What follows belongs to an exercise in optimizing a design on an open flow for small area, a short achievable clock period and few clock cycles per item; a production flow would make more cautious choices. At most, simulation tests tie the RTL to the original design; equivalence was not proved. Power and IR drop assume default switching activity.

== the previous run ==
## serial_frame_to_omni_motor_drive
module serial_frame_to_omni_motor_drive
(
  input  logic                   clk,
  input  logic                   rst_n,
  input  logic                   in_valid,
  output logic                   in_ready,
  input  logic [7:0]             in_data,
  output logic                   out_valid,
  input  logic                   out_ready,
  output logic [1:0]             out_motor_index,
  output logic                   out_forward_pin,
  output logic                   out_reverse_pin,
  output logic [15:0]            out_duty,
  output logic                   out_status_led,
  output logic                   out_last,
  input  logic                   cfg_we,
  input  logic [1:0]             cfg_index,
  input  logic [15:0]            cfg_data
);
Size: about 290 flip-flops, ~55 I/O pins, ~18000 sq um of cells after synthesis.
==> flow/config.mk <==
export PLATFORM = sky130hd
export DESIGN_NAME = serial_frame_to_omni_motor_drive
export DESIGN_NICKNAME = serial_frame_to_omni_motor_drive
export VERILOG_FILES = /design/flow/design.v
export SDC_FILE = /design/flow/constraint.sdc
export NUM_CORES = 4
export LEC_CHECK = 0
export CAP_MARGIN = 20
export CORE_MARGIN = 2
export CORE_UTILIZATION = 40
export SETUP_SLACK_MARGIN = 3.9
export SLEW_MARGIN = 20
==> flow/constraint.sdc <==
create_clock -name core_clock -period 7.0 [get_ports {clk}]
set_input_delay 1.4000 -clock core_clock [delete_from_list [all_inputs] [get_ports {clk}]]
set_output_delay 1.4000 -clock core_clock [all_outputs]
set_load 0.01 [all_outputs]
standard.sh (not shown) runs the stock make flow with config.mk's settings and CLKGATE_MAP_FILE= SYNTH_SCRIPT=/design/flow/synth_recipe.tcl, a recipe that flattens the netlist after the stock synthesis.
==> flow/flow/run.sh <==
#!/bin/bash
set -euo pipefail
bash standard.sh synth > synth.log 2>&1
bash standard.sh \
  "BUFFER_PORTS_ARGS=-buffer_cell sky130_fd_sc_hd__buf_2" \
  "CTS_ARGS=-sink_clustering_enable -repair_clock_nets -dont_use_dummy_load -buf_list {sky130_fd_sc_hd__clkbuf_4 sky130_fd_sc_hd__clkbuf_8} -sink_clustering_size 14 -sink_clustering_max_diameter 50" \
  finish > layout.log 2>&1
Testbench counts of the previous run, summed over its fixed seeds: cycles 3,184, frames 384.
Here is what was changed in the inputs of the current run compared with the previous run.
- changing SETUP_SLACK_MARGIN from 3.9 to 3.5
- setting ABC_AREA to 1 for the first time
==> flow/flow/run.sh <==
#!/bin/bash
set -euo pipefail
bash standard.sh synth > synth.log 2>&1
bash standard.sh \
  "BUFFER_PORTS_ARGS=-buffer_cell sky130_fd_sc_hd__buf_2" \
  "CTS_ARGS=-sink_clustering_enable -repair_clock_nets -dont_use_dummy_load -buf_list {sky130_fd_sc_hd__clkbuf_4}" \
  finish > layout.log 2>&1
==> comparison <==
- The current run: number of antenna violations at the first check in global routing lower than the previous run
- The lower multi-input gate area in the final layout came out of the current run.
- [the current run] sequential portion of the cell area fell 0.84 points relative to the previous run
- Summary of the current run over the previous run: fmax decreased by about 7% relative to the old numbers, required time at the endpoint of the critical path increased by 0.13 ns relative to the old numbers, average vias per placed instance decreased by about 1.8% relative to the old numbers, worst setup slack decreased by 0.23 ns relative to the old numbers, y dimension of the die increased by 1.8 um relative to the old numbers.
- Side by side, routed wire length turned out higher in the current run than in the previous run.
- The time the final worst path needs with I/O delays and setup in the current run sits 0.23 ns above the value recorded for the previous run.

* * *

Another version of the RTL of serial_frame_to_omni_motor_drive (not shown whole).
Size in the first run: ~1,600 cells after synthesis, about 260 flip-flops, ~55 I/O pins, about 18,000 sq um of cells after synthesis.
Design serial_frame_to_omni_motor_drive, start of the top module:
module serial_frame_to_omni_motor_drive
(
  input  logic                   clk,
  input  logic                   rst_n,
  input  logic                   in_valid,
  output logic                   in_ready,
  input  logic [7:0]             in_data,
  output logic                   out_valid,
  input  logic                   out_ready,
  output logic [1:0]             out_motor_index,
  output logic                   out_forward_pin,
  output logic                   out_reverse_pin,
  output logic [15:0]            out_duty,
  output logic                   out_status_led,
  output logic                   out_last,
  input  logic                   cfg_we,
  input  logic [1:0]             cfg_index,
  input  logic [15:0]            cfg_data
);
clock: 7.0 ns
lec_check: 0
cap_margin: 20
core_margin: 2
core_utilization: 40
setup_slack_margin: 2.5
slew_margin: 20
run.sh (not shown) runs the stock make flow with config.mk's settings and CLKGATE_MAP_FILE= SYNTH_SCRIPT=/design/flow/synth_recipe.tcl, a recipe that flattens the netlist after the stock synthesis.
Stock flow here: none of the scripts above is used.
The starting point finished with timing, DRC and antenna clean.
Next try:
Settings changed: SETUP_SLACK_MARGIN 2.5 to 3.5.
The changed run completed with no timing, DRC or antenna violations.
Critical path depth does not change.
Cell count rises by about 1.2%.
Non-clock buffer count rises by 33.
Worst setup slack improves by 78 ps.
Clock-buffer cell count rises by 1.
No functional check of the RTL was part of any run of this note.

* * *

oak:
RTL: one of the versions met above, not the one the previous note started from.
For scale: ~290 flip-flops, ~55 I/O pins, roughly 18000 sq um of cells after synthesis.
clock: 7.0 ns
lec_check: 0
cap_margin: 20
core_margin: 2
core_utilization: 40
place_density: 0.75
setup_slack_margin: 4.0
slew_margin: 20
standard.sh (not shown) runs the stock make flow with config.mk's settings and CLKGATE_MAP_FILE= SYNTH_SCRIPT=/design/flow/synth_recipe.tcl, a recipe that flattens the netlist after the stock synthesis.
==> flow/flow/run.sh <==
#!/bin/bash
set -euo pipefail
bash standard.sh synth > synth.log 2>&1
bash standard.sh \
  "BUFFER_PORTS_ARGS=-buffer_cell sky130_fd_sc_hd__buf_2" \
  "CTS_ARGS=-sink_clustering_enable -repair_clock_nets -dont_use_dummy_load -buf_list {sky130_fd_sc_hd__clkbuf_4}" \
  finish > layout.log 2>&1
oak completed; timing, DRC and antenna clean
Testbench counts of oak, summed over its fixed seeds: cycles 3,184, frames 384.
Input changes introduced in pine (baseline for comparison: oak):
--- a/flow/config.mk
+++ b/flow/config.mk
@@ -7,0 +8 @@
+export ABC_AREA = 1
@@ -11 +11,0 @@
-export PLACE_DENSITY = 0.75
Notes after the runs:
- Compared with oak, pine shows a higher setup slack.
- Delta (pine minus oak): largest net degree at the start of global routing dropped about 20%; detailed-route wire length on metal 1 climbed about 20%; design area climbed about 1.7%; floorplan die area climbed 800 sq um.
- Area fraction in and, or, nand and nor cells after synthesis delta for pine relative to oak: 1.9 points higher
- Wire length, pine and oak: larger value in pine

* * *

## red
serial_frame_to_omni_motor_drive, a different RTL version from the one above (not shown whole).
For scale: roughly 1800 cells after synthesis, ~55 I/O pins, about 0.019 sq mm of cells after synthesis.
clock: 7.0 ns
lec_check: 0
cap_margin: 20
core_margin: 2
core_utilization: 40
cts_buf_list: sky130_fd_sc_hd__clkbuf_4 sky130_fd_sc_hd__clkbuf_8
setup_slack_margin: 3.5
slew_margin: 20
==> flow/flow/run.sh <==
#!/bin/bash
set -euo pipefail
bash standard.sh synth > synth.log 2>&1
bash standard.sh "BUFFER_PORTS_ARGS=-buffer_cell sky130_fd_sc_hd__buf_2" finish > layout.log 2>&1
Testbench counts of red, summed over its fixed seeds: cycles 3,184, frames 384.
Input-level comparison between blue and red:
Settings: CTS_BUF_LIST changed from sky130_fd_sc_hd__clkbuf_4 sky130_fd_sc_hd__clkbuf_8 to sky130_fd_sc_hd__clkbuf_8 sky130_fd_sc_hd__clkbuf_16; CTS_CLUSTER_SIZE newly set to 24; CTS_CLUSTER_DIAMETER newly set to 60; SETUP_SLACK_MARGIN changed from 3.5 to 4.0.
==> flow/run.sh (new file) <==
#!/bin/bash
# synth_recipe.tcl (not shown) runs the flow's synth.tcl, then flattens the netlist and writes it again
# the make line also repeats each setting of config.mk as NAME=value (left out here)
make -C /OpenROAD-flow-scripts/flow DESIGN_CONFIG=/design/flow/config.mk WORK_HOME=/design/flow/orfs CLKGATE_MAP_FILE= SYNTH_SCRIPT=/design/flow/synth_recipe.tcl finish
removed: flow/flow/run.sh
removed: flow/standard.sh
==> run summary <==
- In summary, blue completed successfully, with a layout that passed the timing, DRC and antenna checks.
- As far as die area goes, red and blue are indistinguishable; the numbers are identical.
- Reported for blue and red, number of buffers inserted by hold repair at cts turned out identical to the last digit.
- Compared with red, in blue worst hold slack after final layout picked up an extra 0.0036 ns; average wire length per cell after detail routing climbed about 2.4%.
- In blue, the peak per-stage delay on the critical path came out 0.42 ns below the value in red.
- In the tables for blue and red, post-cts gate resize count reads lower with red.
- Summary — combinational power, blue relative to red: higher, by about 5%.
- blue drops fewer vias than red.
- On blue: setup slack after layout is 0.33 ns higher than what red gave.
- As far as pin count of the biggest net entering global routing goes, blue and red are indistinguishable; the numbers are identical.
Here is what was changed in the inputs of green compared with blue.
Settings: CTS_BUF_LIST: sky130_fd_sc_hd__clkbuf_8 sky130_fd_sc_hd__clkbuf_16 -> sky130_fd_sc_hd__clkbuf_4 sky130_fd_sc_hd__clkbuf_8; CTS_CLUSTER_SIZE: 24 -> unset; SETUP_SLACK_MARGIN: 4.0 -> 3.0; CTS_CLUSTER_DIAMETER: 60 -> unset.
==> comparison <==
Of the two values seen for first element of the critical path, op_r[0] was produced by blue and gain_r[1] by green.
green consumes less power than blue does.
Note that the non-clock buffer count recorded for green amounts to 0.78 times the value seen in blue.
Diff blue -> green: post-route clock period utilization went up by 9.5 points, multi-input gate area in the final layout went down by about 1.2%, post-placement setup slack went up by 0.038 ns.
NOTE: post-route non-filler standard cell count in green exceeds that of blue
Lower share of cell area taken by flip-flops and latches goes to blue over green.
For orange, these inputs were changed with respect to green:
Settings: changing SETUP_SLACK_MARGIN from 3.0 to 4.5.
## What came out
orange: full flow OK, the timing, DRC and antenna checks passed. Run comparison: green commonest non-fill, non-tap cell in the layout nand2_1; orange commonest non-fill, non-tap cell in the layout edfxtp_1. Changes observed in orange relative to green: total number of nets in the final design picked up an extra 135, sum of met2 wire segment lengths after detailed routing picked up an extra 12%, logic depth of the worst path, buffers included picked up an extra 3, share of power burned in the clock network lost 0.4 points.

* * *

== fjord ==
Another version of the RTL of serial_frame_to_omni_motor_drive (not shown whole).
clock: 7.0 ns
lec_check: 0
cap_margin: 20
core_margin: 2
core_utilization: 40
setup_slack_margin: 4.3
slew_margin: 20
==> flow/flow/run.sh <==
#!/bin/bash
set -euo pipefail
bash standard.sh synth > synth.log 2>&1
bash standard.sh \
  "BUFFER_PORTS_ARGS=-buffer_cell sky130_fd_sc_hd__buf_2" \
  "CTS_ARGS=-sink_clustering_enable -repair_clock_nets -dont_use_dummy_load -buf_list {sky130_fd_sc_hd__clkbuf_4 sky130_fd_sc_hd__clkbuf_8} -sink_clustering_size 14 -sink_clustering_max_diameter 50" \
  finish > layout.log 2>&1
fjord completed every stage of the flow, and the final layout passed the timing, DRC and antenna checks.
Testbench counts of fjord, summed over its fixed seeds: cycles 3,184, frames 384.
Modified inputs, amber compared to fjord
Settings: swapping 4.3 for 4.2 in SETUP_SLACK_MARGIN.
==> comparison <==
- amber: done, clean on timing, DRC and antenna
- The fmax on amber is in line with that on fjord.
- Between fjord and amber, the max-slew headroom at the worst pin is higher for amber.
- Between fjord and amber, the first-pass GRT wire length does not differ in any meaningful way.
- Async set-reset flop share out of synthesis came out exactly the same in fjord and amber.
- Comparing fjord against amber, there is no change at all in maximum fanout count along the critical path.
--- input diff amber..ember ---
Settings: swapping 4.2 for 4.1 in SETUP_SLACK_MARGIN.
### Flow results
For ember and amber, there was not a single run that failed to finish clean.
op_r[4]$_DFFE_PP_ as the startpoint of the most critical setup path was reported by ember, and op_r[3]$_DFFE_PP_ by amber.
Going from amber to ember, fraction of layout instances using a drive strength above 1 moved down; global router's overall resource usage level; final cell area excluding filler cells level; minimum clock period moved up.
### ember -> lagoon
Settings: a change of SETUP_SLACK_MARGIN from 4.1 to 4.0.
==> flow/flow/run.sh <==
#!/bin/bash
set -euo pipefail
bash standard.sh synth > synth.log 2>&1
bash standard.sh \
  "BUFFER_PORTS_ARGS=-buffer_cell sky130_fd_sc_hd__buf_2" \
  "CTS_ARGS=-sink_clustering_enable -repair_clock_nets -dont_use_dummy_load -buf_list {sky130_fd_sc_hd__clkbuf_4}" \
  finish > layout.log 2>&1
### Flow results
lagoon went all the way through synthesis, placement and routing and the layout is clean on timing, DRC and antenna.
Summary of lagoon over ember: share of the core filled with cells fell 0.30 points; layout buffer count excluding clock buffers decreased 14%; number of flip-flops and latches about even; maximum cell stage delay along the critical path went up by 40 ps.
Inputs modified between lagoon and tundra:
==> flow/flow/run.sh <==
#!/bin/bash
set -euo pipefail
bash standard.sh synth > synth.log 2>&1
bash standard.sh \
  "BUFFER_PORTS_ARGS=-buffer_cell sky130_fd_sc_hd__buf_2" \
  "CTS_ARGS=-sink_clustering_enable -repair_clock_nets -dont_use_dummy_load -buf_list {sky130_fd_sc_hd__clkbuf_4 sky130_fd_sc_hd__clkbuf_8}" \
  finish > layout.log 2>&1
==> comparison <==
| detail-routed via count per cell | lagoon vs tundra | ≈ equal |. Any difference in sequential fraction of total cell area between lagoon and tundra is small enough to ignore. Taking lagoon as the reference, in tundra data arrival time of the critical path went down 200 ps; hold slack increased by 17 ps relative to the old numbers. On final worst-path cycle share: between lagoon and tundra, it ends up lower for tundra. Area growth from synthesis to final layout, lagoon and tundra, lower one = lagoon. Going from lagoon to tundra, number of inverters outside the clock class in the layout grew by about 0.8%, footprint of the multi-input gates saw little to no change. Taking lagoon as the reference, in tundra number of antenna violations at the first check in global routing went down 2; count of clock-buffer cells in the layout went down 28.
--- input diff tundra..maple ---
Settings: swapping 4.0 for 4.4 in SETUP_SLACK_MARGIN.
==> flow/flow/run.sh <==
#!/bin/bash
set -euo pipefail
bash standard.sh synth > synth.log 2>&1
bash standard.sh \
  "BUFFER_PORTS_ARGS=-buffer_cell sky130_fd_sc_hd__buf_2" \
  "CTS_ARGS=-sink_clustering_enable -repair_clock_nets -dont_use_dummy_load -buf_list {sky130_fd_sc_hd__clkbuf_4 sky130_fd_sc_hd__clkbuf_8} -sink_clustering_size 14 -sink_clustering_max_diameter 50" \
  finish > layout.log 2>&1
Results
tundra → maple: cell internal power dissipation went down by about 7%; post-route cell area went up by about 6.4%; via count went up by 459; total area of multi-input combinational cells went up by 5.7%; critical path depth went up by 2. Higher final hold slack goes to maple over tundra. Status: depth of the CTS H-tree parity (maple, tundra). maple improves on tundra in overall power of the completed layout.

* * *

RTL: one of the versions met above, not the one the previous note started from.
Size: about 1800 cells after synthesis, ~290 flip-flops, about 55 I/O pins, about 0.018 mm2 of cells after synthesis.
export LEC_CHECK = 0
export CAP_MARGIN = 20
export CORE_MARGIN = 2
export CORE_UTILIZATION = 40
export SETUP_SLACK_MARGIN = 4.0
export SLEW_MARGIN = 20
create_clock -name core_clock -period 7.0 [get_ports {clk}]
==> flow/flow/run.sh <==
#!/bin/bash
set -euo pipefail
bash standard.sh synth > synth.log 2>&1
bash standard.sh \
  "BUFFER_PORTS_ARGS=-buffer_cell sky130_fd_sc_hd__buf_2" \
  "CTS_ARGS=-sink_clustering_enable -repair_clock_nets -dont_use_dummy_load -buf_list {sky130_fd_sc_hd__clkbuf_8} -sink_clustering_size 20 -sink_clustering_max_diameter 60" \
  finish > layout.log 2>&1
The starting point finished with timing, DRC and antenna clean.
Testbench counts at the start, summed over its fixed seeds: cycles 3,184, frames 384.
Edit:
==> flow/flow/run.sh (replaced) <==
#!/bin/bash
set -euo pipefail
bash standard.sh synth > synth.log 2>&1
bash standard.sh \
  "BUFFER_PORTS_ARGS=-buffer_cell sky130_fd_sc_hd__buf_2" \
  "CTS_ARGS=-sink_clustering_enable -repair_clock_nets -dont_use_dummy_load -buf_list {sky130_fd_sc_hd__clkbuf_4 sky130_fd_sc_hd__clkbuf_8}" \
  finish > layout.log 2>&1
--- a/flow/config.mk
+++ b/flow/config.mk
@@ -11 +11,2 @@
-export SETUP_SLACK_MARGIN = 4.0
+export CTS_BUF_LIST = sky130_fd_sc_hd__clkbuf_4 sky130_fd_sc_hd__clkbuf_8
+export SETUP_SLACK_MARGIN = 4.1
Synthesized area does not change.
Power went up by 9.0%.
Wire length went up by 1.4%.
Hold slack loses 0.0082 ns.
Edit:
==> flow/flow/run.sh (replaced) <==
#!/bin/bash
set -euo pipefail
bash standard.sh synth > synth.log 2>&1
bash standard.sh \
  "BUFFER_PORTS_ARGS=-buffer_cell sky130_fd_sc_hd__buf_2" \
  "CTS_ARGS=-sink_clustering_enable -repair_clock_nets -dont_use_dummy_load -buf_list {sky130_fd_sc_hd__clkbuf_4}" \
  finish > layout.log 2>&1
--- a/flow/config.mk
+++ b/flow/config.mk
@@ -12 +12 @@
-export SETUP_SLACK_MARGIN = 4.1
+export SETUP_SLACK_MARGIN = 4.0
After rerunning:
- wire length is lower by 1.2%
- count of clock-buffer cells in the layout is higher by 32
- worst setup slack improves by 0.032 ns
- die area is unchanged
- design area is lower by 1.6%
Edit:
--- a/flow/config.mk
+++ b/flow/config.mk
@@ -10,2 +10,2 @@
-export CORE_UTILIZATION = 40
-export CTS_BUF_LIST = sky130_fd_sc_hd__clkbuf_4 sky130_fd_sc_hd__clkbuf_8
+export CORE_UTILIZATION = 55
+export PLACE_DENSITY = 0.6
What happened: The changed run finished with timing, DRC and antenna clean. Design area falls slightly. Setup slack hardly moves. Non-clock buffer count does not change. Sequential share of layout area goes up by 0.29 points. Sequential power stays flat. Power fell slightly. Utilization climbs by 16 points. Cell count is lower by a few percent. Global-route usage goes up by 6.3 points. Wire length barely changes.
Edit:
==> flow/flow/run.sh (replaced) <==
#!/bin/bash
set -euo pipefail
bash standard.sh synth > synth.log 2>&1
bash standard.sh \
  "BUFFER_PORTS_ARGS=-buffer_cell sky130_fd_sc_hd__buf_2" \
  "CTS_ARGS=-sink_clustering_enable -repair_clock_nets -dont_use_dummy_load -buf_list {sky130_fd_sc_hd__clkbuf_4 sky130_fd_sc_hd__clkbuf_8} -sink_clustering_size 14 -sink_clustering_max_diameter 50" \
  finish > layout.log 2>&1
--- a/flow/config.mk
+++ b/flow/config.mk
@@ -10,3 +10,2 @@
-export CORE_UTILIZATION = 55
-export PLACE_DENSITY = 0.6
-export SETUP_SLACK_MARGIN = 4.0
+export CORE_UTILIZATION = 40
+export SETUP_SLACK_MARGIN = 4.1
What happened: The new run finished with timing, DRC and antenna clean; routed wire length goes up slightly; power came out lower by a few percent; design area came out higher slightly; via count goes down by a few percent; sequential power stays flat; synthesized area stays the same; core utilization went down by 16 points; global-route usage came out lower by 6.4 points.

## separate check: timing with driven ports
Ports are ideal in the flow. The routed layouts listed here were re-timed in OpenROAD.
Step 1 (the two cells are an assumption about what drives the block):
set clk [get_ports {clk}]
set_driving_cell -lib_cell sky130_fd_sc_hd__clkbuf_16 $clk
set_driving_cell -lib_cell sky130_fd_sc_hd__buf_2 [delete_from_list [all_inputs] $clk]
Step 2, shift: input delay + t, output delay - t, t = (earliest + latest rising clock arrival at the registers) / 2. This alone moves slack from input paths to output paths.
Three values: no drivers, after step 1, after step 2; two values: the first two.
run	t (ns)	setup slack, ns	worst hold slack (ns)	latest minus earliest clock arrival (ns)
the previous run	0.623	4.057 / 4.057 / 3.726	0.424 / 0.424 / 0.424	0.070 / 0.071
the current run	0.796	3.826 / 3.826 / 3.489	0.438 / 0.438 / 0.438	0.080 / 0.080
the first run of note 2	0.591	2.668 / 2.668 / 2.668	0.410 / 0.410 / 0.410	0.024 / 0.023
the second run of note 2	0.638	2.745 / 2.745 / 2.745	0.421 / 0.421 / 0.421	0.034 / 0.034
oak	0.780	4.038 / 4.038 / 3.697	0.410 / 0.410 / 0.410	0.114 / 0.115
pine	0.788	4.083 / 4.083 / 3.476	0.442 / 0.442 / 0.442	0.078 / 0.078
red	0.664	3.692 / 3.692 / 3.692	0.405 / 0.405 / 0.405	0.038 / 0.038
blue	0.623	4.025 / 4.008 / 3.798	0.409 / 0.409 / 0.409	0.031 / 0.031
green	0.661	3.357 / 3.357 / 3.283	0.431 / 0.431 / 0.431	0.036 / 0.035
orange	0.665	4.228 / 4.228 / 3.948	0.417 / 0.417 / 0.417	0.038 / 0.038
fjord	0.615	4.210 / 4.210 / 4.065	0.421 / 0.421 / 0.421	0.083 / 0.082
amber	0.618	4.211 / 4.211 / 3.772	0.426 / 0.426 / 0.426	0.098 / 0.098
ember	0.621	4.171 / 4.171 / 3.809	0.426 / 0.426 / 0.426	0.103 / 0.103
lagoon	0.806	4.045 / 4.045 / 3.529	0.402 / 0.402 / 0.402	0.144 / 0.144
tundra	0.621	4.090 / 4.090 / 3.703	0.419 / 0.419 / 0.419	0.091 / 0.091
maple	0.605	4.145 / 4.145 / 4.110	0.426 / 0.426 / 0.426	0.088 / 0.088
the first run of note 6	0.651	4.123 / 4.123 / 3.763	0.431 / 0.431 / 0.431	0.072 / 0.072
the second run of note 6	0.651	4.070 / 4.070 / 3.767	0.422 / 0.422 / 0.422	0.041 / 0.041
the third run of note 6	0.800	4.102 / 4.102 / 3.794	0.422 / 0.422 / 0.422	0.091 / 0.091
the fourth run of note 6	0.752	4.101 / 4.101 / 3.611	0.429 / 0.429 / 0.429	0.072 / 0.072
the fifth run of note 6	0.620	4.153 / 4.153 / 3.749	0.407 / 0.407 / 0.407	0.067 / 0.068
After both steps every run listed still meets setup and hold. The setup slack of pine, which loses most, moves by 0.000 ns with the drivers and by -0.607 ns with both steps.
